Background: an optimization exercise with open tools, aiming at small area. Do not read the settings as production practice. No run shown here included a check of the RTL's function; only the layout flow was run. Power figures rest on the tool's default switching activity, not on a simulated workload.

===== design/flow/design.v =====
package video_frontend_pkg;
    typedef logic [7:0] pixel_t;
    typedef logic [11:0] hcount_t;
    typedef logic [10:0] vcount_t;
    typedef enum logic {
        CSC_BT601 = 1'b0,
        CSC_BT709 = 1'b1
    } csc_std_e;
endpackage
`timescale 1ns/1ps
module sync_timing_decode (
    input  logic        PCLK_i,
    input  logic        rst_n_i,
    input  logic        hs_i,
    input  logic        vs_i,
    input  logic        hsync_pol_i,
    input  logic        vsync_pol_i,
    input  logic [11:0] h_synclen_i,
    input  logic [11:0] h_backporch_i,
    input  logic [11:0] h_active_i,
    input  logic [10:0] v_synclen_i,
    input  logic [10:0] v_backporch_i,
    input  logic [10:0] v_active_i,
    output logic        hsync_o,
    output logic        vsync_o,
    output logic        de_o,
    output logic [10:0] xpos_o,
    output logic [10:0] ypos_o,
    output logic        frame_change_o,
    output logic [10:0] lines_total_o
);
    logic [11:0] h_cnt;
    logic [10:0] v_cnt;
    logic        hs_np_q;
    logic        vs_np_q;
    logic        vs_pending;
    logic [4:0]  hsync_sr;
    logic [4:0]  vsync_sr;
    logic [4:0]  de_sr;
    logic [10:0] xpos_sr [5];
    logic [10:0] ypos_sr [5];
    wire hs_np       = hs_i ^ ~hsync_pol_i;
    wire vs_np       = vs_i ^ ~vsync_pol_i;
    wire line_start  = hs_np_q & ~hs_np;
    wire vs_fall     = vs_np_q & ~vs_np;
    wire frame_start = line_start & vs_pending;
    wire [11:0] h_inc = h_cnt + 12'd1;
    wire [10:0] v_inc = v_cnt + 11'd1;
    function automatic logic carry12(input logic [11:0] a, input logic [11:0] b, input logic cin);
        logic c;
        c = cin;
        for (int i = 0; i < 12; i++)
            c = (a[i] & b[i]) | (c & (a[i] | b[i]));
        carry12 = c;
    endfunction
    function automatic logic carry13(input logic [12:0] a, input logic [12:0] b, input logic cin);
        logic c;
        c = cin;
        for (int i = 0; i < 13; i++)
            c = (a[i] & b[i]) | (c & (a[i] | b[i]));
        carry13 = c;
    endfunction
    function automatic logic [12:0] add12(input logic [11:0] a, input logic [11:0] b, input logic cin);
        logic c;
        c = cin;
        for (int i = 0; i < 12; i++) begin
            add12[i] = a[i] ^ b[i] ^ c;
            c = (a[i] & b[i]) | (c & (a[i] ^ b[i]));
        end
        add12[12] = c;
    endfunction
    wire [11:0] h_start = h_synclen_i + h_backporch_i;
    wire [12:0] h_diff_c = add12(h_cnt, ~h_start, 1'b1);
    wire [12:0] h_diff  = {~h_diff_c[12], h_diff_c[11:0]};
    wire [12:0] h_endc  = {1'b0, h_start} + {1'b0, h_active_i};
    wire [12:0] h_csa_u = {1'b0, h_cnt ^ ~h_start ^ ~h_active_i};
    wire [12:0] h_csa_v = {(h_cnt & ~h_start) | (~h_active_i & (h_cnt ^ ~h_start)), 1'b1};
    wire        h_in    = carry12(h_cnt, ~h_start, 1'b1) & ~carry12(h_start, h_active_i, 1'b0)
                        & ~carry13(h_csa_u, h_csa_v, 1'b1);
    wire [10:0] v_start = v_synclen_i + v_backporch_i;
    wire [12:0] v_diff_c = add12({1'b0, v_cnt}, {1'b1, ~v_start}, 1'b1);
    wire [11:0] v_diff  = {v_diff_c[11], v_diff_c[10:0]};
    wire [11:0] v_endc  = {1'b0, v_start} + {1'b0, v_active_i};
    wire [11:0] v_csa_u = {1'b0, v_cnt ^ ~v_start ^ ~v_active_i};
    wire [11:0] v_csa_v = {(v_cnt & ~v_start) | (~v_active_i & (v_cnt ^ ~v_start)), 1'b1};
    wire        v_in    = carry12({1'b0, v_cnt}, {1'b1, ~v_start}, 1'b1) & ~carry12({1'b0, v_start}, {1'b0, v_active_i}, 1'b0)
                        & ~carry12(v_csa_u, v_csa_v, 1'b1);
    always_ff @(posedge PCLK_i or negedge rst_n_i) begin
        if (!rst_n_i) begin
            hs_np_q        <= 1'b0;
            vs_np_q        <= 1'b0;
            vs_pending     <= 1'b0;
            h_cnt          <= '0;
            v_cnt          <= '0;
            hsync_sr       <= '1;
            vsync_sr       <= '1;
            de_sr          <= '0;
            frame_change_o <= 1'b0;
            lines_total_o  <= '0;
        end else begin
            hs_np_q        <= hs_np;
            vs_np_q        <= vs_np;
            frame_change_o <= frame_start;
            vs_pending     <= vs_fall | (vs_pending & ~frame_start);
            hsync_sr[4:1]  <= hsync_sr[3:0];
            vsync_sr[4:1]  <= vsync_sr[3:0];
            de_sr          <= {de_sr[3:0], h_in & v_in};
            if (line_start) begin
                h_cnt       <= '0;
                hsync_sr[0] <= 1'b0;
                if (vs_pending) begin
                    v_cnt         <= 11'd1;
                    lines_total_o <= v_cnt;
                    vsync_sr[0]   <= 1'b0;
                end else begin
                    v_cnt <= v_inc;
                    if (v_inc == v_synclen_i)
                        vsync_sr[0] <= 1'b1;
                end
            end else begin
                h_cnt <= h_inc;
                if (h_inc == h_synclen_i)
                    hsync_sr[0] <= 1'b1;
            end
        end
    end
    always_ff @(posedge PCLK_i) begin
        xpos_sr[0] <= h_diff[10:0];
        ypos_sr[0] <= v_diff[10:0];
        for (int i = 1; i < 5; i++) begin
            xpos_sr[i] <= xpos_sr[i-1];
            ypos_sr[i] <= ypos_sr[i-1];
        end
    end
    assign hsync_o = hsync_sr[4];
    assign vsync_o = vsync_sr[4];
    assign de_o    = de_sr[4];
    assign xpos_o  = xpos_sr[4];
    assign ypos_o  = ypos_sr[4];
endmodule
`timescale 1ns/1ps
module csc_pre (
    input  logic [7:0]    r,
    input  logic [7:0]    b,
    input  logic          std,
    output logic [2:0] gc
);
    wire g0_lo_w0 = (std ? ~r[2] : ~r[1]) ^ (std & ~r[0]) ^ 1'b1;
    wire g0_lo_w1 = ((std ? ~r[2] : ~r[1]) & (std & ~r[0])) | (1'b1 & ((std ? ~r[2] : ~r[1]) ^ (std & ~r[0])));
    wire g0_lo_w2 = (std ? ~r[3] : ~r[2]) ^ (std ? ~r[1] : ~r[0]) ^ 1'b1;
    wire g0_lo_w3 = ((std ? ~r[3] : ~r[2]) & (std ? ~r[1] : ~r[0])) | (1'b1 & ((std ? ~r[3] : ~r[2]) ^ (std ? ~r[1] : ~r[0])));
    wire g0_lo_w4 = (std ? ~r[4] : ~r[3]) ^ (std ? ~r[2] : ~r[1]) ^ g0_lo_w3;
    wire g0_lo_w5 = ((std ? ~r[4] : ~r[3]) & (std ? ~r[2] : ~r[1])) | (g0_lo_w3 & ((std ? ~r[4] : ~r[3]) ^ (std ? ~r[2] : ~r[1])));
    wire g0_lo_w6 = (std ? ~r[5] : ~r[4]) ^ (std ? ~r[3] : ~r[2]) ^ g0_lo_w5;
    wire g0_lo_w7 = ((std ? ~r[5] : ~r[4]) & (std ? ~r[3] : ~r[2])) | (g0_lo_w5 & ((std ? ~r[5] : ~r[4]) ^ (std ? ~r[3] : ~r[2])));
    wire g0_lo_w8 = ~r[0] ^ (std ? ~r[6] : ~r[5]) ^ (std ? ~r[4] : ~r[3]);
    wire g0_lo_w9 = (~r[0] & (std ? ~r[6] : ~r[5])) | ((std ? ~r[4] : ~r[3]) & (~r[0] ^ (std ? ~r[6] : ~r[5])));
    wire g0_lo_w10 = 1'b1 ^ g0_lo_w8 ^ g0_lo_w7;
    wire g0_lo_w11 = (1'b1 & g0_lo_w8) | (g0_lo_w7 & (1'b1 ^ g0_lo_w8));
    wire g0_lo_w12 = ~r[1] ^ (std ? ~r[7] : ~r[6]) ^ (std ? ~r[5] : ~r[4]);
    wire g0_lo_w13 = (~r[1] & (std ? ~r[7] : ~r[6])) | ((std ? ~r[5] : ~r[4]) & (~r[1] ^ (std ? ~r[7] : ~r[6])));
    wire g0_lo_w14 = std ^ g0_lo_w9 ^ g0_lo_w12;
    wire g0_lo_w15 = (std & g0_lo_w9) | (g0_lo_w12 & (std ^ g0_lo_w9));
    wire g0_lo_w16 = ~r[2] ^ (~std & ~r[7]) ^ (std ? ~r[6] : ~r[5]);
    wire g0_lo_w17 = (~r[2] & (~std & ~r[7])) | ((std ? ~r[6] : ~r[5]) & (~r[2] ^ (~std & ~r[7])));
    wire g0_lo_w18 = 1'b1 ^ g0_lo_w13 ^ g0_lo_w16;
    wire g0_lo_w19 = (1'b1 & g0_lo_w13) | (g0_lo_w16 & (1'b1 ^ g0_lo_w13));
    wire g0_lo_w20 = ~r[3] ^ (std ? ~r[7] : ~r[6]) ^ (~std & r[0]);
    wire g0_lo_w21 = (~r[3] & (std ? ~r[7] : ~r[6])) | ((~std & r[0]) & (~r[3] ^ (std ? ~r[7] : ~r[6])));
    wire g0_lo_w22 = ~std ^ g0_lo_w17 ^ g0_lo_w20;
    wire g0_lo_w23 = (~std & g0_lo_w17) | (g0_lo_w20 & (~std ^ g0_lo_w17));
    wire g0_lo_w24 = ~r[4] ^ r[0] ^ (~std & ~r[7]);
    wire g0_lo_w25 = (~r[4] & r[0]) | ((~std & ~r[7]) & (~r[4] ^ r[0]));
    wire g0_lo_w26 = (~std & r[1]) ^ std ^ g0_lo_w21;
    wire g0_lo_w27 = ((~std & r[1]) & std) | (g0_lo_w21 & ((~std & r[1]) ^ std));
    wire g0_lo_w28 = g0_lo_w24 ^ g0_lo_w23 ^ g0_lo_w26;
    wire g0_lo_w29 = (g0_lo_w24 & g0_lo_w23) | (g0_lo_w26 & (g0_lo_w24 ^ g0_lo_w23));
    wire g0_lo_w30 = g0_lo_w25 ^ g0_lo_w27 ^ g0_lo_w29;
    wire g0_lo_w31 = (g0_lo_w25 & g0_lo_w27) | (g0_lo_w29 & (g0_lo_w25 ^ g0_lo_w27));
    wire [11:0] g0_lo = {1'b0, g0_lo_w31, g0_lo_w30, g0_lo_w28, g0_lo_w19, g0_lo_w15, g0_lo_w14, g0_lo_w10, g0_lo_w6, g0_lo_w4, g0_lo_w1, g0_lo_w0} + {1'b0, 1'b0, 1'b0, 1'b0, g0_lo_w22, g0_lo_w18, g0_lo_w11, 1'b0, 1'b0, 1'b0, g0_lo_w2, 1'b0};
    wire g1_lo_w0 = (std ? ~b[5] : b[7]) ^ (std & ~b[2]) ^ ~std;
    wire g1_lo_w1 = ((std ? ~b[5] : b[7]) & (std & ~b[2])) | (~std & ((std ? ~b[5] : b[7]) ^ (std & ~b[2])));
    wire g1_lo_w2 = (std & ~b[6]) ^ (std & ~b[3]) ^ 1'b1;
    wire g1_lo_w3 = ((std & ~b[6]) & (std & ~b[3])) | (1'b1 & ((std & ~b[6]) ^ (std & ~b[3])));
    wire g1_lo_w4 = (std & ~b[7]) ^ (std & ~b[4]) ^ 1'b1;
    wire g1_lo_w5 = ((std & ~b[7]) & (std & ~b[4])) | (1'b1 & ((std & ~b[7]) ^ (std & ~b[4])));
    wire g1_lo_w6 = (std & ~b[5]) ^ 1'b1 ^ g1_lo_w5;
    wire g1_lo_w7 = ((std & ~b[5]) & 1'b1) | (g1_lo_w5 & ((std & ~b[5]) ^ 1'b1));
    wire g1_lo_w8 = (std ? ~b[6] : b[0]) ^ 1'b1 ^ g1_lo_w7;
    wire g1_lo_w9 = ((std ? ~b[6] : b[0]) & 1'b1) | (g1_lo_w7 & ((std ? ~b[6] : b[0]) ^ 1'b1));
    wire g1_lo_w10 = (std ? ~b[7] : b[1]) ^ (std ? ~b[0] : b[0]) ^ 1'b1;
    wire g1_lo_w11 = ((std ? ~b[7] : b[1]) & (std ? ~b[0] : b[0])) | (1'b1 & ((std ? ~b[7] : b[1]) ^ (std ? ~b[0] : b[0])));
    wire g1_lo_w12 = (~std & b[2]) ^ (std ? ~b[1] : b[1]) ^ 1'b1;
    wire g1_lo_w13 = ((~std & b[2]) & (std ? ~b[1] : b[1])) | (1'b1 & ((~std & b[2]) ^ (std ? ~b[1] : b[1])));
    wire g1_lo_w14 = b[0] ^ (~std & b[3]) ^ (std ? ~b[2] : b[2]);
    wire g1_lo_w15 = (b[0] & (~std & b[3])) | ((std ? ~b[2] : b[2]) & (b[0] ^ (~std & b[3])));
    wire g1_lo_w16 = 1'b1 ^ g1_lo_w13 ^ g1_lo_w14;
    wire g1_lo_w17 = (1'b1 & g1_lo_w13) | (g1_lo_w14 & (1'b1 ^ g1_lo_w13));
    wire g1_lo_w18 = b[1] ^ (~std & b[4]) ^ (std ? ~b[3] : b[3]);
    wire g1_lo_w19 = (b[1] & (~std & b[4])) | ((std ? ~b[3] : b[3]) & (b[1] ^ (~std & b[4])));
    wire g1_lo_w20 = 1'b1 ^ g1_lo_w15 ^ g1_lo_w18;
    wire g1_lo_w21 = (1'b1 & g1_lo_w15) | (g1_lo_w18 & (1'b1 ^ g1_lo_w15));
    wire [11:0] g1_lo = {1'b0, 1'b0, g1_lo_w19, g1_lo_w17, g1_lo_w16, g1_lo_w11, g1_lo_w10, g1_lo_w8, g1_lo_w6, g1_lo_w3, g1_lo_w1, g1_lo_w0} + {1'b0, 1'b0, g1_lo_w21, g1_lo_w20, 1'b0, g1_lo_w12, g1_lo_w9, 1'b0, 1'b0, g1_lo_w4, g1_lo_w2, 1'b0};
    assign gc = 3'(g0_lo[11:9]) + 3'(g1_lo[11:9]) - 3'd0;
endmodule
module csc_comb (
    input  logic [7:0]    r,
    input  logic [7:0]    y,
    input  logic [7:0]    b,
    input  logic          std,
    input  logic [2:0] gc,
    output logic [7:0]    r_o,
    output logic [7:0]    g_o,
    output logic [7:0]    b_o
);
    wire R_sum_w0 = (std ? r[6] : r[3]) ^ (std ? ~r[4] : ~r[0]) ^ 1'b1;
    wire R_sum_w1 = ((std ? r[6] : r[3]) & (std ? ~r[4] : ~r[0])) | (1'b1 & ((std ? r[6] : r[3]) ^ (std ? ~r[4] : ~r[0])));
    wire R_sum_w2 = (std ? r[7] : r[4]) ^ (std ? ~r[5] : ~r[1]) ^ (std & r[0]);
    wire R_sum_w3 = ((std ? r[7] : r[4]) & (std ? ~r[5] : ~r[1])) | ((std & r[0]) & ((std ? r[7] : r[4]) ^ (std ? ~r[5] : ~r[1])));
    wire R_sum_w4 = std ^ R_sum_w1 ^ R_sum_w2;
    wire R_sum_w5 = (std & R_sum_w1) | (R_sum_w2 & (std ^ R_sum_w1));
    wire R_sum_w6 = (~std & r[5]) ^ (std ? ~r[6] : ~r[2]) ^ (std & r[1]);
    wire R_sum_w7 = ((~std & r[5]) & (std ? ~r[6] : ~r[2])) | ((std & r[1]) & ((~std & r[5]) ^ (std ? ~r[6] : ~r[2])));
    wire R_sum_w8 = std ^ R_sum_w3 ^ R_sum_w6;
    wire R_sum_w9 = (std & R_sum_w3) | (R_sum_w6 & (std ^ R_sum_w3));
    wire R_sum_w10 = (~std & r[6]) ^ (std ? ~r[7] : ~r[3]) ^ (std ? r[2] : ~r[0]);
    wire R_sum_w11 = ((~std & r[6]) & (std ? ~r[7] : ~r[3])) | ((std ? r[2] : ~r[0]) & ((~std & r[6]) ^ (std ? ~r[7] : ~r[3])));
    wire R_sum_w12 = ~std ^ R_sum_w7 ^ R_sum_w10;
    wire R_sum_w13 = (~std & R_sum_w7) | (R_sum_w10 & (~std ^ R_sum_w7));
    wire R_sum_w14 = (~std & r[7]) ^ (~std & ~r[4]) ^ (std ? r[3] : ~r[1]);
    wire R_sum_w15 = ((~std & r[7]) & (~std & ~r[4])) | ((std ? r[3] : ~r[1]) & ((~std & r[7]) ^ (~std & ~r[4])));
    wire R_sum_w16 = (std ? r[0] : ~r[0]) ^ std ^ R_sum_w11;
    wire R_sum_w17 = ((std ? r[0] : ~r[0]) & std) | (R_sum_w11 & ((std ? r[0] : ~r[0]) ^ std));
    wire R_sum_w18 = R_sum_w14 ^ R_sum_w13 ^ R_sum_w16;
    wire R_sum_w19 = (R_sum_w14 & R_sum_w13) | (R_sum_w16 & (R_sum_w14 ^ R_sum_w13));
    wire R_sum_w20 = (~std & ~r[5]) ^ (std ? r[4] : ~r[2]) ^ (std ? r[1] : ~r[1]);
    wire R_sum_w21 = ((~std & ~r[5]) & (std ? r[4] : ~r[2])) | ((std ? r[1] : ~r[1]) & ((~std & ~r[5]) ^ (std ? r[4] : ~r[2])));
    wire R_sum_w22 = std ^ R_sum_w15 ^ R_sum_w20;
    wire R_sum_w23 = (std & R_sum_w15) | (R_sum_w20 & (std ^ R_sum_w15));
    wire R_sum_w24 = R_sum_w17 ^ R_sum_w22 ^ R_sum_w19;
    wire R_sum_w25 = (R_sum_w17 & R_sum_w22) | (R_sum_w19 & (R_sum_w17 ^ R_sum_w22));
    wire R_sum_w26 = (~std & ~r[6]) ^ (std ? r[5] : ~r[3]) ^ (std ? r[2] : ~r[2]);
    wire R_sum_w27 = ((~std & ~r[6]) & (std ? r[5] : ~r[3])) | ((std ? r[2] : ~r[2]) & ((~std & ~r[6]) ^ (std ? r[5] : ~r[3])));
    wire R_sum_w28 = std ^ R_sum_w21 ^ R_sum_w26;
    wire R_sum_w29 = (std & R_sum_w21) | (R_sum_w26 & (std ^ R_sum_w21));
    wire R_sum_w30 = R_sum_w23 ^ R_sum_w28 ^ R_sum_w25;
    wire R_sum_w31 = (R_sum_w23 & R_sum_w28) | (R_sum_w25 & (R_sum_w23 ^ R_sum_w28));
    wire R_sum_w32 = r[0] ^ (~std & ~r[7]) ^ (std ? r[6] : ~r[4]);
    wire R_sum_w33 = (r[0] & (~std & ~r[7])) | ((std ? r[6] : ~r[4]) & (r[0] ^ (~std & ~r[7])));
    wire R_sum_w34 = (std ? r[3] : ~r[3]) ^ 1'b1 ^ R_sum_w27;
    wire R_sum_w35 = ((std ? r[3] : ~r[3]) & 1'b1) | (R_sum_w27 & ((std ? r[3] : ~r[3]) ^ 1'b1));
    wire R_sum_w36 = R_sum_w32 ^ R_sum_w29 ^ R_sum_w34;
    wire R_sum_w37 = (R_sum_w32 & R_sum_w29) | (R_sum_w34 & (R_sum_w32 ^ R_sum_w29));
    wire R_sum_w38 = y[0] ^ r[1] ^ r[0];
    wire R_sum_w39 = (y[0] & r[1]) | (r[0] & (y[0] ^ r[1]));
    wire R_sum_w40 = (std ? r[7] : ~r[5]) ^ (std ? r[4] : ~r[4]) ^ ~std;
    wire R_sum_w41 = ((std ? r[7] : ~r[5]) & (std ? r[4] : ~r[4])) | (~std & ((std ? r[7] : ~r[5]) ^ (std ? r[4] : ~r[4])));
    wire R_sum_w42 = R_sum_w33 ^ R_sum_w38 ^ R_sum_w40;
    wire R_sum_w43 = (R_sum_w33 & R_sum_w38) | (R_sum_w40 & (R_sum_w33 ^ R_sum_w38));
    wire R_sum_w44 = R_sum_w35 ^ R_sum_w42 ^ R_sum_w37;
    wire R_sum_w45 = (R_sum_w35 & R_sum_w42) | (R_sum_w37 & (R_sum_w35 ^ R_sum_w42));
    wire R_sum_w46 = y[1] ^ r[2] ^ r[1];
    wire R_sum_w47 = (y[1] & r[2]) | (r[1] & (y[1] ^ r[2]));
    wire R_sum_w48 = (~std & ~r[6]) ^ (std ? r[5] : ~r[5]) ^ 1'b1;
    wire R_sum_w49 = ((~std & ~r[6]) & (std ? r[5] : ~r[5])) | (1'b1 & ((~std & ~r[6]) ^ (std ? r[5] : ~r[5])));
    wire R_sum_w50 = R_sum_w39 ^ R_sum_w41 ^ R_sum_w46;
    wire R_sum_w51 = (R_sum_w39 & R_sum_w41) | (R_sum_w46 & (R_sum_w39 ^ R_sum_w41));
    wire R_sum_w52 = R_sum_w48 ^ R_sum_w43 ^ R_sum_w50;
    wire R_sum_w53 = (R_sum_w48 & R_sum_w43) | (R_sum_w50 & (R_sum_w48 ^ R_sum_w43));
    wire R_sum_w54 = y[2] ^ r[3] ^ r[2];
    wire R_sum_w55 = (y[2] & r[3]) | (r[2] & (y[2] ^ r[3]));
    wire R_sum_w56 = (~std & ~r[7]) ^ (std ? r[6] : ~r[6]) ^ std;
    wire R_sum_w57 = ((~std & ~r[7]) & (std ? r[6] : ~r[6])) | (std & ((~std & ~r[7]) ^ (std ? r[6] : ~r[6])));
    wire R_sum_w58 = R_sum_w47 ^ R_sum_w49 ^ R_sum_w54;
    wire R_sum_w59 = (R_sum_w47 & R_sum_w49) | (R_sum_w54 & (R_sum_w47 ^ R_sum_w49));
    wire R_sum_w60 = R_sum_w56 ^ R_sum_w51 ^ R_sum_w58;
    wire R_sum_w61 = (R_sum_w56 & R_sum_w51) | (R_sum_w58 & (R_sum_w56 ^ R_sum_w51));
    wire R_sum_w62 = y[3] ^ r[4] ^ r[3];
    wire R_sum_w63 = (y[3] & r[4]) | (r[3] & (y[3] ^ r[4]));
    wire R_sum_w64 = (std ? r[7] : ~r[7]) ^ R_sum_w55 ^ R_sum_w57;
    wire R_sum_w65 = ((std ? r[7] : ~r[7]) & R_sum_w55) | (R_sum_w57 & ((std ? r[7] : ~r[7]) ^ R_sum_w55));
    wire R_sum_w66 = R_sum_w62 ^ R_sum_w59 ^ R_sum_w64;
    wire R_sum_w67 = (R_sum_w62 & R_sum_w59) | (R_sum_w64 & (R_sum_w62 ^ R_sum_w59));
    wire R_sum_w68 = y[4] ^ r[5] ^ r[4];
    wire R_sum_w69 = (y[4] & r[5]) | (r[4] & (y[4] ^ r[5]));
    wire R_sum_w70 = 1'b1 ^ R_sum_w63 ^ R_sum_w68;
    wire R_sum_w71 = (1'b1 & R_sum_w63) | (R_sum_w68 & (1'b1 ^ R_sum_w63));
    wire R_sum_w72 = R_sum_w65 ^ R_sum_w70 ^ R_sum_w67;
    wire R_sum_w73 = (R_sum_w65 & R_sum_w70) | (R_sum_w67 & (R_sum_w65 ^ R_sum_w70));
    wire R_sum_w74 = y[5] ^ r[6] ^ r[5];
    wire R_sum_w75 = (y[5] & r[6]) | (r[5] & (y[5] ^ r[6]));
    wire R_sum_w76 = 1'b1 ^ R_sum_w69 ^ R_sum_w74;
    wire R_sum_w77 = (1'b1 & R_sum_w69) | (R_sum_w74 & (1'b1 ^ R_sum_w69));
    wire R_sum_w78 = R_sum_w71 ^ R_sum_w76 ^ R_sum_w73;
    wire R_sum_w79 = (R_sum_w71 & R_sum_w76) | (R_sum_w73 & (R_sum_w71 ^ R_sum_w76));
    wire R_sum_w80 = y[6] ^ r[7] ^ r[6];
    wire R_sum_w81 = (y[6] & r[7]) | (r[6] & (y[6] ^ r[7]));
    wire R_sum_w82 = R_sum_w75 ^ R_sum_w80 ^ R_sum_w77;
    wire R_sum_w83 = (R_sum_w75 & R_sum_w80) | (R_sum_w77 & (R_sum_w75 ^ R_sum_w80));
    wire R_sum_w84 = y[7] ^ r[7] ^ R_sum_w81;
    wire R_sum_w85 = (y[7] & r[7]) | (R_sum_w81 & (y[7] ^ r[7]));
    wire [23:0] R_sum = {1'b1, 1'b1, R_sum_w84, R_sum_w82, R_sum_w78, R_sum_w72, R_sum_w61, R_sum_w53, R_sum_w52, R_sum_w44, R_sum_w36, R_sum_w30, R_sum_w24, R_sum_w18, R_sum_w9, R_sum_w5, R_sum_w4, R_sum_w0, 1'b0, 1'b0, 1'b0, 1'b0, 1'b0, 1'b0} + {1'b0, R_sum_w85, R_sum_w83, R_sum_w79, 1'b0, 1'b0, R_sum_w66, R_sum_w60, R_sum_w45, 1'b0, R_sum_w31, 1'b0, 1'b0, 1'b0, R_sum_w12, R_sum_w8, 1'b0, 1'b0, 1'b0, 1'b0, 1'b0, 1'b0, 1'b0, 1'b0};
    wire [9:0] R_s = R_sum[23:14];
    wire G_sum_w0 = y[0] ^ r[5] ^ ~r[1];
    wire G_sum_w1 = (y[0] & r[5]) | (~r[1] & (y[0] ^ r[5]));
    wire G_sum_w2 = (~std & ~r[2]) ^ ~b[2] ^ (~std & ~b[5]);
    wire G_sum_w3 = ((~std & ~r[2]) & ~b[2]) | ((~std & ~b[5]) & ((~std & ~r[2]) ^ ~b[2]));
    wire G_sum_w4 = (std ? b[4] : ~b[4]) ^ ~gc[0] ^ 1'b1;
    wire G_sum_w5 = ((std ? b[4] : ~b[4]) & ~gc[0]) | (1'b1 & ((std ? b[4] : ~b[4]) ^ ~gc[0]));
    wire G_sum_w6 = G_sum_w0 ^ G_sum_w2 ^ G_sum_w4;
    wire G_sum_w7 = (G_sum_w0 & G_sum_w2) | (G_sum_w4 & (G_sum_w0 ^ G_sum_w2));
    wire G_sum_w8 = y[1] ^ r[6] ^ ~r[2];
    wire G_sum_w9 = (y[1] & r[6]) | (~r[2] & (y[1] ^ r[6]));
    wire G_sum_w10 = (~std & ~r[3]) ^ ~b[3] ^ (~std & ~b[6]);
    wire G_sum_w11 = ((~std & ~r[3]) & ~b[3]) | ((~std & ~b[6]) & ((~std & ~r[3]) ^ ~b[3]));
    wire G_sum_w12 = (std ? b[5] : ~b[5]) ^ ~gc[1] ^ std;
    wire G_sum_w13 = ((std ? b[5] : ~b[5]) & ~gc[1]) | (std & ((std ? b[5] : ~b[5]) ^ ~gc[1]));
    wire G_sum_w14 = G_sum_w1 ^ G_sum_w3 ^ G_sum_w5;
    wire G_sum_w15 = (G_sum_w1 & G_sum_w3) | (G_sum_w5 & (G_sum_w1 ^ G_sum_w3));
    wire G_sum_w16 = G_sum_w8 ^ G_sum_w10 ^ G_sum_w12;
    wire G_sum_w17 = (G_sum_w8 & G_sum_w10) | (G_sum_w12 & (G_sum_w8 ^ G_sum_w10));
    wire G_sum_w18 = G_sum_w7 ^ G_sum_w14 ^ G_sum_w16;
    wire G_sum_w19 = (G_sum_w7 & G_sum_w14) | (G_sum_w16 & (G_sum_w7 ^ G_sum_w14));
    wire G_sum_w20 = y[2] ^ r[7] ^ ~r[3];
    wire G_sum_w21 = (y[2] & r[7]) | (~r[3] & (y[2] ^ r[7]));
    wire G_sum_w22 = (~std & ~r[4]) ^ ~b[4] ^ (~std & ~b[7]);
    wire G_sum_w23 = ((~std & ~r[4]) & ~b[4]) | ((~std & ~b[7]) & ((~std & ~r[4]) ^ ~b[4]));
    wire G_sum_w24 = (std ? b[6] : ~b[6]) ^ ~gc[2] ^ G_sum_w9;
    wire G_sum_w25 = ((std ? b[6] : ~b[6]) & ~gc[2]) | (G_sum_w9 & ((std ? b[6] : ~b[6]) ^ ~gc[2]));
    wire G_sum_w26 = G_sum_w11 ^ G_sum_w13 ^ G_sum_w20;
    wire G_sum_w27 = (G_sum_w11 & G_sum_w13) | (G_sum_w20 & (G_sum_w11 ^ G_sum_w13));
    wire G_sum_w28 = G_sum_w22 ^ G_sum_w15 ^ G_sum_w17;
    wire G_sum_w29 = (G_sum_w22 & G_sum_w15) | (G_sum_w17 & (G_sum_w22 ^ G_sum_w15));
    wire G_sum_w30 = G_sum_w24 ^ G_sum_w26 ^ G_sum_w19;
    wire G_sum_w31 = (G_sum_w24 & G_sum_w26) | (G_sum_w19 & (G_sum_w24 ^ G_sum_w26));
    wire G_sum_w32 = y[3] ^ ~r[4] ^ (~std & ~r[5]);
    wire G_sum_w33 = (y[3] & ~r[4]) | ((~std & ~r[5]) & (y[3] ^ ~r[4]));
    wire G_sum_w34 = ~b[5] ^ (std ? b[7] : ~b[7]) ^ G_sum_w21;
    wire G_sum_w35 = (~b[5] & (std ? b[7] : ~b[7])) | (G_sum_w21 & (~b[5] ^ (std ? b[7] : ~b[7])));
    wire G_sum_w36 = G_sum_w23 ^ G_sum_w32 ^ G_sum_w25;
    wire G_sum_w37 = (G_sum_w23 & G_sum_w32) | (G_sum_w25 & (G_sum_w23 ^ G_sum_w32));
    wire G_sum_w38 = G_sum_w27 ^ G_sum_w34 ^ G_sum_w29;
    wire G_sum_w39 = (G_sum_w27 & G_sum_w34) | (G_sum_w29 & (G_sum_w27 ^ G_sum_w34));
    wire G_sum_w40 = G_sum_w36 ^ G_sum_w31 ^ G_sum_w38;
    wire G_sum_w41 = (G_sum_w36 & G_sum_w31) | (G_sum_w38 & (G_sum_w36 ^ G_sum_w31));
    wire G_sum_w42 = y[4] ^ ~r[5] ^ (~std & ~r[6]);
    wire G_sum_w43 = (y[4] & ~r[5]) | ((~std & ~r[6]) & (y[4] ^ ~r[5]));
    wire G_sum_w44 = ~b[6] ^ 1'b1 ^ G_sum_w33;
    wire G_sum_w45 = (~b[6] & 1'b1) | (G_sum_w33 & (~b[6] ^ 1'b1));
    wire G_sum_w46 = G_sum_w42 ^ G_sum_w35 ^ G_sum_w44;
    wire G_sum_w47 = (G_sum_w42 & G_sum_w35) | (G_sum_w44 & (G_sum_w42 ^ G_sum_w35));
    wire G_sum_w48 = G_sum_w37 ^ G_sum_w46 ^ G_sum_w39;
    wire G_sum_w49 = (G_sum_w37 & G_sum_w46) | (G_sum_w39 & (G_sum_w37 ^ G_sum_w46));
    wire G_sum_w50 = y[5] ^ ~r[6] ^ (~std & ~r[7]);
    wire G_sum_w51 = (y[5] & ~r[6]) | ((~std & ~r[7]) & (y[5] ^ ~r[6]));
    wire G_sum_w52 = ~b[7] ^ ~std ^ G_sum_w43;
    wire G_sum_w53 = (~b[7] & ~std) | (G_sum_w43 & (~b[7] ^ ~std));
    wire G_sum_w54 = G_sum_w50 ^ G_sum_w45 ^ G_sum_w52;
    wire G_sum_w55 = (G_sum_w50 & G_sum_w45) | (G_sum_w52 & (G_sum_w50 ^ G_sum_w45));
    wire G_sum_w56 = G_sum_w47 ^ G_sum_w54 ^ G_sum_w49;
    wire G_sum_w57 = (G_sum_w47 & G_sum_w54) | (G_sum_w49 & (G_sum_w47 ^ G_sum_w54));
    wire G_sum_w58 = y[6] ^ ~r[7] ^ ~std;
    wire G_sum_w59 = (y[6] & ~r[7]) | (~std & (y[6] ^ ~r[7]));
    wire G_sum_w60 = G_sum_w51 ^ G_sum_w58 ^ G_sum_w53;
    wire G_sum_w61 = (G_sum_w51 & G_sum_w58) | (G_sum_w53 & (G_sum_w51 ^ G_sum_w58));
    wire G_sum_w62 = G_sum_w55 ^ G_sum_w60 ^ G_sum_w57;
    wire G_sum_w63 = (G_sum_w55 & G_sum_w60) | (G_sum_w57 & (G_sum_w55 ^ G_sum_w60));
    wire G_sum_w64 = y[7] ^ std ^ G_sum_w59;
    wire G_sum_w65 = (y[7] & std) | (G_sum_w59 & (y[7] ^ std));
    wire G_sum_w66 = G_sum_w64 ^ G_sum_w61 ^ G_sum_w63;
    wire G_sum_w67 = (G_sum_w64 & G_sum_w61) | (G_sum_w63 & (G_sum_w64 ^ G_sum_w61));
    wire G_sum_w68 = 1'b1 ^ G_sum_w65 ^ G_sum_w67;
    wire G_sum_w69 = (1'b1 & G_sum_w65) | (G_sum_w67 & (1'b1 ^ G_sum_w65));
    wire [9:0] G_sum = {1'b1, G_sum_w68, G_sum_w66, G_sum_w62, G_sum_w56, G_sum_w41, G_sum_w40, G_sum_w28, G_sum_w18, G_sum_w6} + {G_sum_w69, 1'b0, 1'b0, 1'b0, 1'b0, G_sum_w48, 1'b0, G_sum_w30, 1'b0, 1'b0};
    wire [9:0] G_s = G_sum;
    wire B_sum_w0 = (std ? b[5] : ~b[3]) ^ (std & ~b[0]) ^ 1'b1;
    wire B_sum_w1 = ((std ? b[5] : ~b[3]) & (std & ~b[0])) | (1'b1 & ((std ? b[5] : ~b[3]) ^ (std & ~b[0])));
    wire B_sum_w2 = (std ? b[6] : ~b[4]) ^ (std ? ~b[1] : b[0]) ^ B_sum_w1;
    wire B_sum_w3 = ((std ? b[6] : ~b[4]) & (std ? ~b[1] : b[0])) | (B_sum_w1 & ((std ? b[6] : ~b[4]) ^ (std ? ~b[1] : b[0])));
    wire B_sum_w4 = (std ? b[7] : ~b[5]) ^ (std ? ~b[2] : b[1]) ^ (std ? ~b[0] : b[0]);
    wire B_sum_w5 = ((std ? b[7] : ~b[5]) & (std ? ~b[2] : b[1])) | ((std ? ~b[0] : b[0]) & ((std ? b[7] : ~b[5]) ^ (std ? ~b[2] : b[1])));
    wire B_sum_w6 = (~std & ~b[6]) ^ (std ? ~b[3] : b[2]) ^ (std ? ~b[1] : b[1]);
    wire B_sum_w7 = ((~std & ~b[6]) & (std ? ~b[3] : b[2])) | ((std ? ~b[1] : b[1]) & ((~std & ~b[6]) ^ (std ? ~b[3] : b[2])));
    wire B_sum_w8 = (~std & ~b[7]) ^ (std ? ~b[4] : b[3]) ^ (std ? ~b[2] : b[2]);
    wire B_sum_w9 = ((~std & ~b[7]) & (std ? ~b[4] : b[3])) | ((std ? ~b[2] : b[2]) & ((~std & ~b[7]) ^ (std ? ~b[4] : b[3])));
    wire B_sum_w10 = ~std ^ B_sum_w7 ^ B_sum_w8;
    wire B_sum_w11 = (~std & B_sum_w7) | (B_sum_w8 & (~std ^ B_sum_w7));
    wire B_sum_w12 = (std ? ~b[5] : b[4]) ^ (std ? ~b[3] : b[3]) ^ (std & ~b[0]);
    wire B_sum_w13 = ((std ? ~b[5] : b[4]) & (std ? ~b[3] : b[3])) | ((std & ~b[0]) & ((std ? ~b[5] : b[4]) ^ (std ? ~b[3] : b[3])));
    wire B_sum_w14 = 1'b1 ^ B_sum_w9 ^ B_sum_w12;
    wire B_sum_w15 = (1'b1 & B_sum_w9) | (B_sum_w12 & (1'b1 ^ B_sum_w9));
    wire B_sum_w16 = (std ? ~b[6] : b[5]) ^ (std ? ~b[4] : b[4]) ^ (std ? ~b[1] : ~b[0]);
    wire B_sum_w17 = ((std ? ~b[6] : b[5]) & (std ? ~b[4] : b[4])) | ((std ? ~b[1] : ~b[0]) & ((std ? ~b[6] : b[5]) ^ (std ? ~b[4] : b[4])));
    wire B_sum_w18 = B_sum_w13 ^ B_sum_w16 ^ B_sum_w15;
    wire B_sum_w19 = (B_sum_w13 & B_sum_w16) | (B_sum_w15 & (B_sum_w13 ^ B_sum_w16));
    wire B_sum_w20 = (std ? ~b[7] : b[6]) ^ (std ? ~b[5] : b[5]) ^ (std ? ~b[2] : ~b[1]);
    wire B_sum_w21 = ((std ? ~b[7] : b[6]) & (std ? ~b[5] : b[5])) | ((std ? ~b[2] : ~b[1]) & ((std ? ~b[7] : b[6]) ^ (std ? ~b[5] : b[5])));
    wire B_sum_w22 = std ^ B_sum_w17 ^ B_sum_w20;
    wire B_sum_w23 = (std & B_sum_w17) | (B_sum_w20 & (std ^ B_sum_w17));
    wire B_sum_w24 = y[0] ^ (~std & b[7]) ^ (std ? ~b[6] : b[6]);
    wire B_sum_w25 = (y[0] & (~std & b[7])) | ((std ? ~b[6] : b[6]) & (y[0] ^ (~std & b[7])));
    wire B_sum_w26 = (std ? ~b[3] : ~b[2]) ^ 1'b1 ^ B_sum_w21;
    wire B_sum_w27 = ((std ? ~b[3] : ~b[2]) & 1'b1) | (B_sum_w21 & ((std ? ~b[3] : ~b[2]) ^ 1'b1));
    wire B_sum_w28 = B_sum_w24 ^ B_sum_w23 ^ B_sum_w26;
    wire B_sum_w29 = (B_sum_w24 & B_sum_w23) | (B_sum_w26 & (B_sum_w24 ^ B_sum_w23));
    wire B_sum_w30 = y[1] ^ b[0] ^ (std ? ~b[7] : b[7]);
    wire B_sum_w31 = (y[1] & b[0]) | ((std ? ~b[7] : b[7]) & (y[1] ^ b[0]));
    wire B_sum_w32 = (std ? ~b[4] : ~b[3]) ^ B_sum_w25 ^ B_sum_w30;
    wire B_sum_w33 = ((std ? ~b[4] : ~b[3]) & B_sum_w25) | (B_sum_w30 & ((std ? ~b[4] : ~b[3]) ^ B_sum_w25));
    wire B_sum_w34 = B_sum_w27 ^ B_sum_w32 ^ B_sum_w29;
    wire B_sum_w35 = (B_sum_w27 & B_sum_w32) | (B_sum_w29 & (B_sum_w27 ^ B_sum_w32));
    wire B_sum_w36 = y[2] ^ b[1] ^ (std ? ~b[5] : ~b[4]);
    wire B_sum_w37 = (y[2] & b[1]) | ((std ? ~b[5] : ~b[4]) & (y[2] ^ b[1]));
    wire B_sum_w38 = 1'b1 ^ B_sum_w31 ^ B_sum_w36;
    wire B_sum_w39 = (1'b1 & B_sum_w31) | (B_sum_w36 & (1'b1 ^ B_sum_w31));
    wire B_sum_w40 = B_sum_w33 ^ B_sum_w38 ^ B_sum_w35;
    wire B_sum_w41 = (B_sum_w33 & B_sum_w38) | (B_sum_w35 & (B_sum_w33 ^ B_sum_w38));
    wire B_sum_w42 = y[3] ^ b[2] ^ (std ? ~b[6] : ~b[5]);
    wire B_sum_w43 = (y[3] & b[2]) | ((std ? ~b[6] : ~b[5]) & (y[3] ^ b[2]));
    wire B_sum_w44 = 1'b1 ^ B_sum_w37 ^ B_sum_w42;
    wire B_sum_w45 = (1'b1 & B_sum_w37) | (B_sum_w42 & (1'b1 ^ B_sum_w37));
    wire B_sum_w46 = B_sum_w39 ^ B_sum_w44 ^ B_sum_w41;
    wire B_sum_w47 = (B_sum_w39 & B_sum_w44) | (B_sum_w41 & (B_sum_w39 ^ B_sum_w44));
    wire B_sum_w48 = y[4] ^ b[3] ^ (std ? ~b[7] : ~b[6]);
    wire B_sum_w49 = (y[4] & b[3]) | ((std ? ~b[7] : ~b[6]) & (y[4] ^ b[3]));
    wire B_sum_w50 = ~std ^ B_sum_w43 ^ B_sum_w48;
    wire B_sum_w51 = (~std & B_sum_w43) | (B_sum_w48 & (~std ^ B_sum_w43));
    wire B_sum_w52 = B_sum_w45 ^ B_sum_w50 ^ B_sum_w47;
    wire B_sum_w53 = (B_sum_w45 & B_sum_w50) | (B_sum_w47 & (B_sum_w45 ^ B_sum_w50));
    wire B_sum_w54 = y[5] ^ b[4] ^ (~std & ~b[7]);
    wire B_sum_w55 = (y[5] & b[4]) | ((~std & ~b[7]) & (y[5] ^ b[4]));
    wire B_sum_w56 = std ^ B_sum_w49 ^ B_sum_w54;
    wire B_sum_w57 = (std & B_sum_w49) | (B_sum_w54 & (std ^ B_sum_w49));
    wire B_sum_w58 = B_sum_w51 ^ B_sum_w56 ^ B_sum_w53;
    wire B_sum_w59 = (B_sum_w51 & B_sum_w56) | (B_sum_w53 & (B_sum_w51 ^ B_sum_w56));
    wire B_sum_w60 = y[6] ^ b[5] ^ 1'b1;
    wire B_sum_w61 = (y[6] & b[5]) | (1'b1 & (y[6] ^ b[5]));
    wire B_sum_w62 = B_sum_w55 ^ B_sum_w60 ^ B_sum_w57;
    wire B_sum_w63 = (B_sum_w55 & B_sum_w60) | (B_sum_w57 & (B_sum_w55 ^ B_sum_w60));
    wire B_sum_w64 = y[7] ^ b[6] ^ 1'b1;
    wire B_sum_w65 = (y[7] & b[6]) | (1'b1 & (y[7] ^ b[6]));
    wire B_sum_w66 = B_sum_w61 ^ B_sum_w64 ^ B_sum_w63;
    wire B_sum_w67 = (B_sum_w61 & B_sum_w64) | (B_sum_w63 & (B_sum_w61 ^ B_sum_w64));
    wire B_sum_w68 = b[7] ^ B_sum_w65 ^ B_sum_w67;
    wire B_sum_w69 = (b[7] & B_sum_w65) | (B_sum_w67 & (b[7] ^ B_sum_w65));
    wire [22:0] B_sum = {1'b1, B_sum_w68, B_sum_w66, B_sum_w62, B_sum_w58, B_sum_w52, B_sum_w46, B_sum_w40, B_sum_w34, B_sum_w28, B_sum_w22, B_sum_w18, B_sum_w11, B_sum_w10, B_sum_w5, B_sum_w4, B_sum_w2, B_sum_w0, 1'b0, 1'b0, 1'b0, 1'b0, 1'b0} + {B_sum_w69, 1'b0, 1'b0, B_sum_w59, 1'b0, 1'b0, 1'b0, 1'b0, 1'b0, 1'b0, B_sum_w19, 1'b0, B_sum_w14, 1'b0, B_sum_w6, B_sum_w3, 1'b0, 1'b0, 1'b0, 1'b0, 1'b0, 1'b0, 1'b0};
    wire [9:0] B_s = B_sum[22:13];
    function automatic logic [7:0] clamp_sum(input logic [9:0] s);
        if (s[9])
            clamp_sum = 8'h00;
        else if (s[8])
            clamp_sum = 8'hFF;
        else
            clamp_sum = s[7:0];
    endfunction
    assign r_o = clamp_sum(R_s);
    assign g_o = clamp_sum(G_s);
    assign b_o = clamp_sum(B_s);
endmodule
module csc_execute (
    input  logic       PCLK_i,
    input  logic [7:0] r_i,
    input  logic [7:0] g_i,
    input  logic [7:0] b_i,
    input  logic       csc_enable_i,
    input  logic       csc_std_i,
    output logic [7:0] r_o,
    output logic [7:0] g_o,
    output logic [7:0] b_o
);
    logic [7:0]    r_s1, g_s1, b_s1;
    logic          en_s1, std_s1;
    logic [2:0] gc, gc_s1;
    logic [7:0]    r_c, g_c, b_c;
    logic [23:0]   px_sr [4];
    csc_pre csc_pre_inst (
        .r(r_i), .b(b_i), .std(csc_std_i), .gc(gc)
    );
    csc_comb csc_comb_inst (
        .r(r_s1), .y(g_s1), .b(b_s1), .std(std_s1), .gc(gc_s1),
        .r_o(r_c), .g_o(g_c), .b_o(b_c)
    );
    always_ff @(posedge PCLK_i) begin
        {r_s1, g_s1, b_s1, en_s1, std_s1, gc_s1} <= {r_i, g_i, b_i, csc_enable_i, csc_std_i, gc};
        px_sr[0] <= en_s1 ? {r_c, g_c, b_c} : {r_s1, g_s1, b_s1};
        for (int i = 1; i < 4; i++)
            px_sr[i] <= px_sr[i-1];
    end
    assign {r_o, g_o, b_o} = px_sr[3];
endmodule
`timescale 1ns/1ps
module video_frontend (
    input  logic         PCLK_i,
    input  logic         rst_n_i,
    input  logic [7:0]   r_i,
    input  logic [7:0]   g_i,
    input  logic [7:0]   b_i,
    input  logic         hs_i,
    input  logic         vs_i,
    input  logic         hsync_pol_i,
    input  logic         vsync_pol_i,
    input  logic         csc_enable_i,
    input  logic         csc_std_i,
    input  logic [11:0]  h_total_i,
    input  logic [11:0]  h_active_i,
    input  logic [11:0]  h_synclen_i,
    input  logic [11:0]  h_backporch_i,
    input  logic [10:0]  v_active_i,
    input  logic [10:0]  v_synclen_i,
    input  logic [10:0]  v_backporch_i,
    output logic [7:0]   r_o,
    output logic [7:0]   g_o,
    output logic [7:0]   b_o,
    output logic         hsync_o,
    output logic         vsync_o,
    output logic         de_o,
    output logic [10:0]  xpos_o,
    output logic [10:0]  ypos_o,
    output logic [10:0]  lines_total_o,
    output logic         frame_change_o
);
    sync_timing_decode sync_timing_decode_inst (
        .PCLK_i         (PCLK_i),
        .rst_n_i        (rst_n_i),
        .hs_i           (hs_i),
        .vs_i           (vs_i),
        .hsync_pol_i    (hsync_pol_i),
        .vsync_pol_i    (vsync_pol_i),
        .h_synclen_i    (h_synclen_i),
        .h_backporch_i  (h_backporch_i),
        .h_active_i     (h_active_i),
        .v_synclen_i    (v_synclen_i),
        .v_backporch_i  (v_backporch_i),
        .v_active_i     (v_active_i),
        .hsync_o        (hsync_o),
        .vsync_o        (vsync_o),
        .de_o           (de_o),
        .xpos_o         (xpos_o),
        .ypos_o         (ypos_o),
        .frame_change_o (frame_change_o),
        .lines_total_o  (lines_total_o)
    );
    csc_execute csc_execute_inst (
        .PCLK_i       (PCLK_i),
        .r_i          (r_i),
        .g_i          (g_i),
        .b_i          (b_i),
        .csc_enable_i (csc_enable_i),
        .csc_std_i    (csc_std_i),
        .r_o          (r_o),
        .g_o          (g_o),
        .b_o          (b_o)
    );
endmodule

===== design/flow/flow/run.sh =====
#!/bin/bash
# The standard layout (the standard.sh: standard synthesis, floorplan, power grid,
# placement, CTS, routing) with two changes: the port buffers are the smallest buffer
# cell, and clock tree synthesis uses its own buffer list and sink clusters, without
# dummy loads. Each tool's output is in orfs/logs, make's in make.log.
set -euo pipefail
bash standard.sh \
  "BUFFER_PORTS_ARGS=-buffer_cell sky130_fd_sc_hd__buf_1" \
  "CTS_ARGS=-sink_clustering_enable -repair_clock_nets -dont_use_dummy_load -buf_list sky130_fd_sc_hd__clkbuf_8 -sink_clustering_size 16 -sink_clustering_max_diameter 60" \
  finish > make.log 2>&1

===== design/flow/standard.sh =====
#!/bin/bash
# synth_recipe.tcl (not shown) runs the flow's synth.tcl, then flattens the netlist and writes it again
# the make line also repeats each setting of config.mk as NAME=value (left out here)
make -C /OpenROAD-flow-scripts/flow DESIGN_CONFIG=/design/flow/config.mk WORK_HOME=/design/flow/orfs CLKGATE_MAP_FILE= SYNTH_SCRIPT=/design/flow/synth_recipe.tcl "${@:-finish}"

===== design/flow/config.mk =====
export PLATFORM = sky130hd
export DESIGN_NAME = video_frontend
export DESIGN_NICKNAME = video_frontend
export VERILOG_FILES = /design/flow/design.v
export SDC_FILE = /design/flow/constraint.sdc
export NUM_CORES = 4
export LEC_CHECK = 0
export CAP_MARGIN = 20
export CORE_MARGIN = 2
export CORE_UTILIZATION = 40
export GPL_TIMING_DRIVEN = 0
export SLEW_MARGIN = 20

===== design/flow/constraint.sdc =====
create_clock -name core_clock -period 6.0 [get_ports {PCLK_i}]
set_input_delay 1.2000 -clock core_clock [delete_from_list [all_inputs] [get_ports {PCLK_i}]]
set_output_delay 1.2000 -clock core_clock [all_outputs]
set_load 0.01 [all_outputs]

==> summary.txt, run 1 <==
status=finished clean; layout cells sized above 1=0.0413; max-slew violations=0; worst endpoint required time=6.49 ns; critical path class=flop to flop; startpoint class of the critical path=flop; Core Area=38500 um2; final setup margin=0.208 ns; CTS Buf Count=28; most frequent cells in the layout=inv_1, dfxtp_1, buf_1, fa_1, ha_1; EDFF count, synth=0; Post-CTS Hold Buffers=0; Mapped Nets=1831; hpwl dp=26.5 mm; compound-gate portion of the synthesized area=0.103; RSZ-0062 raised after global routing=false; clock-pin slew on the worst setup and hold paths=0.08 ns; register area=6050 um2; total track usage=0.163; minimum clock period=5.79 ns; CTS Buffer Depth=3; Tightest Pin Transition=0.767 ns; post-DR wirelength/cell=15.1 um; Residual DRC=0; Max Clock Skew=0.0542 ns; clock root cell=clkbuf_8; ys async rst share=0.184; Cells after Synth=1429; CP startpoint=csc_execute_inst.std_s1; maximum VDD drop=0.175 mV; gr ovfl total=0; CP max FO=10; Rel. slew slack=0.486; Nets=2025; CP endpoint kind=flop; fin crit share=0.965; TritonCTS Sinks=288; Fillers=3691; multiplexer share of the synthesized area=0.00653; # rows=72; initial core utilization=0.403; first-pass GRT wire length=52.9 mm; r2r worst-path depth=18; first-pass detailed-route iteration total=5; Layout area overhead=11.1%; Die H=201 um; Post-Synth Simple-Gate Area=0.0683; post-synthesis adder-cell area fraction=0.306; total routed wirelength=32.2 mm; Seq/Total Area, Yosys=0.390; CTS H-tree depth=1; final hold vios=0; leakage power=7.77 nW; n_diodes=0; multi-input gate area in the final layout=8400 um2; Critical Path End=csc_execute_inst.px_sr[0][3]; dpl cells=2109; Highest Clock Rate=173 MHz; port bufs=161; antenna violations before repair=0; largest net degree at the start of global routing=30; DR vias=10200; r2r setup slk=0.21 ns; IO Pins=174; post-synthesis cell area=15500 um2; vias in the first global route=10500; non-filler cells, final=2139; Setup Viol. Count Final=0; vias per cell=4.76; DRT antenna net count=0; main combinational cell family by area after synthesis=adder cells; Hold WC Path Type=flop to flop; routability congestion estimate=0.855; RR Startpoint=csc_execute_inst.std_s1; most common cell after layout, fill and taps aside=inv_1; synthesized flop and latch total=288; Warnings, synthesis=6; DRT iter0 DRCs=369; Critical Path AT=6.28 ns; max_cap viols=0; die width=201 um; DP Worst Slack=-0.964 ns; clock insertion delay at the later pin of the skew report=0.59 ns; XOR/XNOR Fraction of Synth Area=0.0563; post-synth cell types=73; TritonCTS clock tree=yes; syn avg cell area=10.9 um2; Pwr Density=369 nW/um2; Reg-to-Reg End=csc_execute_inst.px_sr[0][3]; die area=40400 um2; ys flop type=dfxtp_1
-- logic make-up (layout without fill, tap and decap cells) --
kind of cell               Yosys count  after routing
DFF                                288            288
buffers and inverters              283            475
xor gates and xnor gates            98             98
AOI/OAI and AO/OA                  242            242
adders and majority gates          292            292
muxes                               10             10
and+or+nand+nor                    216            216
-- how the worst min path moves through the flow --
stage | from | to | slack, ns | depth (start not counted)
after floorplan | csc_execute_inst.px_sr[0][0] | csc_execute_inst.px_sr[1][0] | 0.31 | 0
after global placement | sync_timing_decode_inst.ypos_sr[0][0] | sync_timing_decode_inst.ypos_sr[1][0] | 0.31 | 0
after detailed placement | csc_execute_inst.px_sr[0][9] | csc_execute_inst.px_sr[1][9] | 0.31 | 0
after CTS | csc_execute_inst.px_sr[0][3] | csc_execute_inst.px_sr[1][3] | 0.27 | 0
after global routing | csc_execute_inst.px_sr[0][3] | csc_execute_inst.px_sr[1][3] | 0.29 | 0
final | csc_execute_inst.px_sr[0][3] | csc_execute_inst.px_sr[1][3] | 0.28 | 0
-- cell usage after synthesis (11+ instances only) --
cell	number	area (um2)
xnor2_1	65	569
ha_1	142	1780
nand2b_1	12	75.1
o22ai_1	15	93.8
a21oi_1	46	230
inv_1	263	987
xor2_1	31	272
nand2_1	63	236
dfrtp_1	43	1080
o21ai_0	64	320
nor2_1	51	191
nand3_1	14	70.1
o211ai_1	13	97.6
o21bai_1	12	90.1
clkbuf_1	16	60.1
nand4_1	12	75.1
nor3_1	11	55.1
dfxtp_1	235	4700
fa_1	147	2940
-- timing repair --
action	4_1_cts	5_1_grt
buffers inserted	3	0
resized for setup	6	2
endpoints found under the setup margin	23	6
-- report_power, final --
part	leakage, nW	internal, W	total, W	switching, W
registers	2.66	0.00261	0.00283	0.000217
logic	4.91	0.00107	0.00253	0.00145
clock network	0.201	0.000412	0.00100	0.000593
total	7.77	0.00410	0.00636	0.00226
-- registers in the layout (all words and copies together), names as in the netlist, 11 cells and up --
register	flops
sync_timing_decode_inst.h_cnt	12
csc_execute_inst.px_sr	96
sync_timing_decode_inst.lines_total_o	11
sync_timing_decode_inst.ypos_sr	55
sync_timing_decode_inst.xpos_sr	55
sync_timing_decode_inst.v_cnt	11
-- worst max-delay path: stages, from the launching register on --
cell	delay, ns
dfxtp_4	0.33
buf_4	0.11
clkbuf_1	0.37
o21ai_0	0.23
fa_1	0.62
fa_1	0.18
inv_1	0.06
fa_1	0.41
fa_1	0.39
fa_1	0.40
fa_1	0.41
fa_1	0.40
fa_1	0.39
ha_1	0.31
and2_1	0.16
a32o_2	0.33
a21bo_1	0.24
a21oi_4	0.23
a22o_1	0.16
-- final cells by class --
type                       count  area share
buffer                        18     0.00603
sequential                   288       0.351
multi-input combinational    858       0.488
timing repair buffer         165      0.0376
inverter                     264      0.0575
tap                          518      0.0376
clock buffer                  28      0.0224
-- metrics by stage --
step	setup TNS [ns]	power [W]	hold WS (ns)	utilization	instance area [um2]
after CTS	0	0.00647	0.273	0.448	17200
after global placement	-12.62	0.00535	0.310	0.436	16800
after detailed placement	-13.90	0.00543	0.312	0.436	16800
after global routing	0	0.00695	0.286	0.448	17200
final	0	0.00636	0.278	0.448	17200
after floorplan	0	0.00467	0.310	-	15500
-- layer usage --
layer | up-vias | GRT usage | routed length [um]
met5 | - | 0 | 0
met4 | 0 | 0.0407 | 760
met3 | 46 | 0.0227 | 1170
met1 | 4953 | 0.203 | 13700
met2 | 196 | 0.297 | 16500
li1 | 4978 | - | -
==> run 2, diff against run 1 <==
--- a/design/flow/design.v
+++ b/design/flow/design.v
@@ -53,12 +53,13 @@
             c = (a[i] & b[i]) | (c & (a[i] | b[i]));
         carry12 = c;
     endfunction
-    function automatic logic carry13(input logic [12:0] a, input logic [12:0] b, input logic cin);
+    function automatic logic [13:0] add14(input logic [13:0] a, input logic [13:0] b, input logic cin);
         logic c;
         c = cin;
-        for (int i = 0; i < 13; i++)
-            c = (a[i] & b[i]) | (c & (a[i] | b[i]));
-        carry13 = c;
+        for (int i = 0; i < 14; i++) begin
+            add14[i] = a[i] ^ b[i] ^ c;
+            c = (a[i] & b[i]) | (c & (a[i] ^ b[i]));
+        end
     endfunction
     function automatic logic [12:0] add12(input logic [11:0] a, input logic [11:0] b, input logic cin);
         logic c;
@@ -70,21 +71,23 @@
         add12[12] = c;
     endfunction
     wire [11:0] h_start = h_synclen_i + h_backporch_i;
-    wire [12:0] h_diff_c = add12(h_cnt, ~h_start, 1'b1);
-    wire [12:0] h_diff  = {~h_diff_c[12], h_diff_c[11:0]};
-    wire [12:0] h_endc  = {1'b0, h_start} + {1'b0, h_active_i};
-    wire [12:0] h_csa_u = {1'b0, h_cnt ^ ~h_start ^ ~h_active_i};
-    wire [12:0] h_csa_v = {(h_cnt & ~h_start) | (~h_active_i & (h_cnt ^ ~h_start)), 1'b1};
-    wire        h_in    = carry12(h_cnt, ~h_start, 1'b1) & ~carry12(h_start, h_active_i, 1'b0)
-                        & ~carry13(h_csa_u, h_csa_v, 1'b1);
+    wire [11:0] h_nsl   = ~h_synclen_i;
+    wire [11:0] h_nbp   = ~h_backporch_i;
+    wire [13:0] h_t     = add14({2'b0, h_cnt ^ h_nsl ^ h_nbp},
+                                {1'b0, (h_cnt & h_nsl) | (h_nbp & (h_cnt ^ h_nsl)), 1'b1}, 1'b1);
+    wire        h_sc    = carry12(h_synclen_i, h_backporch_i, 1'b0);
+    wire        h_ge    = h_t[13] | (h_sc & h_t[12]);
+    wire [12:0] h_diff  = {~h_ge, h_t[11:0]};
+    wire        h_in    = h_ge & ~carry12(h_start, h_active_i, 1'b0) & ~carry12(h_diff[11:0], ~h_active_i, 1'b1);
     wire [10:0] v_start = v_synclen_i + v_backporch_i;
-    wire [12:0] v_diff_c = add12({1'b0, v_cnt}, {1'b1, ~v_start}, 1'b1);
-    wire [11:0] v_diff  = {v_diff_c[11], v_diff_c[10:0]};
-    wire [11:0] v_endc  = {1'b0, v_start} + {1'b0, v_active_i};
-    wire [11:0] v_csa_u = {1'b0, v_cnt ^ ~v_start ^ ~v_active_i};
-    wire [11:0] v_csa_v = {(v_cnt & ~v_start) | (~v_active_i & (v_cnt ^ ~v_start)), 1'b1};
-    wire        v_in    = carry12({1'b0, v_cnt}, {1'b1, ~v_start}, 1'b1) & ~carry12({1'b0, v_start}, {1'b0, v_active_i}, 1'b0)
-                        & ~carry12(v_csa_u, v_csa_v, 1'b1);
+    wire [10:0] v_nsl   = ~v_synclen_i;
+    wire [10:0] v_nbp   = ~v_backporch_i;
+    wire [13:0] v_t     = add14({3'b0, v_cnt ^ v_nsl ^ v_nbp},
+                                {2'b0, (v_cnt & v_nsl) | (v_nbp & (v_cnt ^ v_nsl)), 1'b1}, 1'b1);
+    wire        v_sc    = carry12({1'b1, v_synclen_i}, {1'b0, v_backporch_i}, 1'b0);
+    wire        v_ge    = v_t[12] | (v_sc & v_t[11]);
+    wire [11:0] v_diff  = {~v_ge, v_t[10:0]};
+    wire        v_in    = v_ge & ~carry12({1'b0, v_start}, {1'b0, v_active_i}, 1'b0) & ~carry12({1'b0, v_diff[10:0]}, {1'b1, ~v_active_i}, 1'b1);
     always_ff @(posedge PCLK_i or negedge rst_n_i) begin
         if (!rst_n_i) begin
             hs_np_q        <= 1'b0;
==> run 2 against run 1 <==
Now fails the layout checks on negative setup slack. Clock skew is 0.011 ns lower. Clock power about the same. Flip-flop and latch count did not move.
==> summary.txt, run 2 <==
Violated Checks=negative setup slack; Max Clock Skew=0.0434 ns (-0.0108 ns); first-pass GRT wire length=51.5 mm (-2.6%); RR Startpoint=sync_timing_decode_inst.h_cnt[1]; Core Area=36700 um2 (-4.6%); Tightest Pin Transition=0.626 ns (-0.141 ns); main combinational cell family by area after synthesis=adder cells; CP endpoint kind=flop; initial core utilization=0.408 (+0.00471); maximum VDD drop=0.178 mV (+1.4%); max incr delay on CP=0.59 ns (-0.03 ns); ranking of synthesized cells by area=dfxtp_1, fa_1, ha_1, dfrtp_1, inv_1; DR vias=9951 (-2.2%); startpoint class of the critical path=primary input; post-synthesis adder-cell area fraction=0.287 (-0.0197); ys flop type=dfxtp_1; worst endpoint required time=6.52 ns (+0.03 ns); EDFF count, synth=0 (unchanged); die width=197 um (-1.7%); Hold WC Path Type=flop to flop; first-pass detailed-route iteration total=6 (+1); WHS Endpoint=csc_execute_inst.px_sr[2][20]; cell seen most often among critical-path stages=fa_2; multi-input gate area in the final layout=7990 um2 (-4.9%); port bufs=161 (unchanged); routability congestion estimate=0.857 (+0.18%); Top Family by Delay on Critical Path=adder cells; Critical Path AT=7.40 ns (+1.12 ns); vias in the first global route=10200 (-2.8%); RSZ-0062 raised after global routing=true; DRT iter0 DRCs=509 (+38%); CP startpoint=h_synclen_i[1]; Pwr Density=376 nW/um2 (+1.9%); Nets=1958 (-3.3%); r2r worst-path depth=21 (+3); CTS Buffer Depth=3 (unchanged); max-slew violations=0 (unchanged); Residual DRC=0 (unchanged); n_diodes=0 (unchanged); clock-pin slew on the worst setup and hold paths=0.08 ns (about the same); TritonCTS Sinks=288 (unchanged); post-synth cell types=71 (-2.7%); total negative setup slack=-0.889 ns (-0.889 ns); Seq/Total Area, Yosys=0.404 (+0.0141); IO Pins=174 (unchanged); most frequent cells in the layout=inv_1, dfxtp_1, buf_1, fa_1, ha_1; CTS H-tree depth=1 (unchanged); Cells after Synth=1399 (-2.1%); fin crit share=1.15 (+0.183); post-DR wirelength/cell=15.5 um (+2.7%); XOR/XNOR Fraction of Synth Area=0.0486 (-0.00775); final hold vios=0 (unchanged); layout cells sized above 1=0.0603 (+0.0190); Post-Synth Simple-Gate Area=0.0741 (+0.00589); ys async rst share=0.184 (unchanged); Top Registers=csc_execute_inst.px_sr x96, sync_timing_decode_inst.xpos_sr x55, sync_timing_decode_inst.ypos_sr x55; Yosys top cell area share=0.314 (+0.0110); Layout area overhead=12.4%; multiplexer share of the synthesized area=0.00811 (+0.00157); leakage power=7.43 nW (-4.4%); hold slack=0.283 ns (+0.00515 ns); DP Worst Slack=-1.76 ns (-0.799 ns); Warnings, synthesis=6 (unchanged); largest net degree at the start of global routing=31 (+3.3%); # rows=70 (-2.8%); Reg-to-Reg End=sync_timing_decode_inst.de_sr[0]; Highest Clock Rate=145 MHz (-16%); Rel. slew slack=0.579 (+0.0930); CTS Buf Count=27 (-3.6%); clock insertion delay at the later pin of the skew report=0.59 ns (about the same); clock root cell=clkbuf_8; CP max FO=4 (-6); hpwl dp=25.5 mm (-3.8%); Die H=197 um (-1.7%); worst hold path startpoint=csc_execute_inst.px_sr[1][20]; most flop-heavy register=csc_execute_inst.px_sr; Worst path slowest cell=fa_2; total track usage=0.167 (+0.00378); TritonCTS clock tree=yes; total routed wirelength=31.8 mm (-1.1%); register area=6050 um2 (about the same); Post-synth top cells=inv_1, dfxtp_1, fa_1, ha_1, nand2_1; DRT antenna net count=0 (unchanged); Mapped Nets=1763 (-3.7%); die area=39000 um2 (-3.4%); final setup margin=-0.889 ns (-1.10 ns); post-synthesis cell area=15000 um2 (-3.5%); vias per cell=4.83 (+1.6%); post-synth top area cell=dfxtp_1; total power=0.00633 W (-0.49%); critical path class=primary input to flop; Setup Viol. Count Final=1 (+1); max_cap viols=0 (unchanged); most repeated cell in the gate-level netlist after synthesis=inv_1; CP cell instances=buf_8 > fa_1 > ha_2 > fa_2 > fa_2 > fa_2 > fa_2 > fa_2 > fa_2 > fa_2 > fa_2 > fa_2 > fa_2 > a222oi_1 > and3_1 > nor4_4 > o2111ai_2 > a211oi_2 > nand2b_1 > a31oi_1 > a31o_2; status=failed layout checks; compound-gate portion of the synthesized area=0.105 (+0.00214); synthesized flop and latch total=288 (unchanged); minimum clock period=6.89 ns (+1.10 ns); Fillers=3472 (-5.9%); worst hold stages=0 (unchanged); max FFs per register=96 (unchanged); gr ovfl total=0 (unchanged); r2r setup slk=-0.68 ns (-0.89 ns); most common cell after layout, fill and taps aside=inv_1; syn avg cell area=10.7 um2 (-1.4%); antenna violations before repair=0 (unchanged); Buf+Inv Stages, Crit Path=1 (-2)
run 2: cells by family after synthesis:
family                   after synthesis
AND/OR/NAND/NOR                      233
adder cells (fa/ha/maj)              254
multiplexers                          12
flip-flops                           288
XOR/XNOR                              83
buffers and inverters                292
AO/OA/AOI/OAI                        237
run 2: how the worst max path moves through the flow:
| stage | to | slack (ns) | cells after the start |
|---|---|---|---|
| final | sync_timing_decode_inst.de_sr[0] | -0.89 | 21 |
| after global routing | sync_timing_decode_inst.de_sr[0] | -0.97 | 24 |
| after detailed placement | sync_timing_decode_inst.de_sr[0] | -1.76 | 21 |
| after floorplan | sync_timing_decode_inst.de_sr[0] | -0.72 | 23 |
| after global placement | sync_timing_decode_inst.de_sr[0] | -1.66 | 21 |
| after CTS | sync_timing_decode_inst.de_sr[0] | -0.76 | 21 |
run 2: power breakdown:
group / internal, W / switching (W) / total, W
logic: 0.00109 / 0.00148 / 0.00256
clock network: 0.000398 / 0.000577 / 0.000975
registers: 0.00260 / 0.000189 / 0.00279
total: 0.00409 / 0.00224 / 0.00633
run 2: layer usage:
layer  vias up  track usage  share of wire
met2       248        0.277           0.47
met3        64       0.0304          0.053
met4         0       0.0571          0.035
met1      4754        0.220           0.44
li1       4885            -              -
met5         -            0              0
run 2: metrics by stage:
stage	utilization	instance area (um2)	std cells
detailed placement	0.442	16200	2030
CTS	0.455	16700	2059
finish	0.458	16800	2060
global route	0.458	16800	2060
floorplan	-	15000	1399
global placement	0.441	16200	2028
run 2: layout make-up:
type	count	share of cell area
Tap cell	468	0.0348
Timing Repair Buffer	166	0.0415
Clock buffer	27	0.0221
Inverter	267	0.0597
Sequential cell	288	0.360
Multi-Input combinational cell	819	0.475
Buffer	25	0.00699
run 2: what timing repair did:
action	4_1_cts	5_1_grt
gates cloned	0	0
pin swaps	6	6
endpoints found under the hold margin	0	0
setup buffers	2	1
hold buffers	0	0
setup endpoints to repair	25	15
gates resized for setup	23	27

[what the ideal ports hide]
The flow's constraints put no driver on any port. The routed layouts listed below were extracted and timed again, unchanged, in two steps.
Step 1 assumes that a clkbuf_16 drives the clock port and a buf_2 every other input.
Step 2 adds t to the input delays and takes it off the output delays; t is the mean of the earliest and latest rising clock arrival at the registers after step 1. Input paths then give back, and output paths get back, about the clock's delay inside the block.
a / b / c = no drivers / after step 1 / after step 2; a / b = the first two.
run	t, ns	setup WS [ns]	clock arrival spread, ns
run 1	0.616	0.208 / 0.208 / -0.188	0.059 / 0.058
run 2	0.611	-0.889 / -0.881 / -1.492	0.060 / 0.061
Met with ideal ports but missed after step 2: setup timing in run 1. For run 2, which loses most, drivers alone change the setup slack by +0.008 ns; drivers and shift together by -0.603 ns.
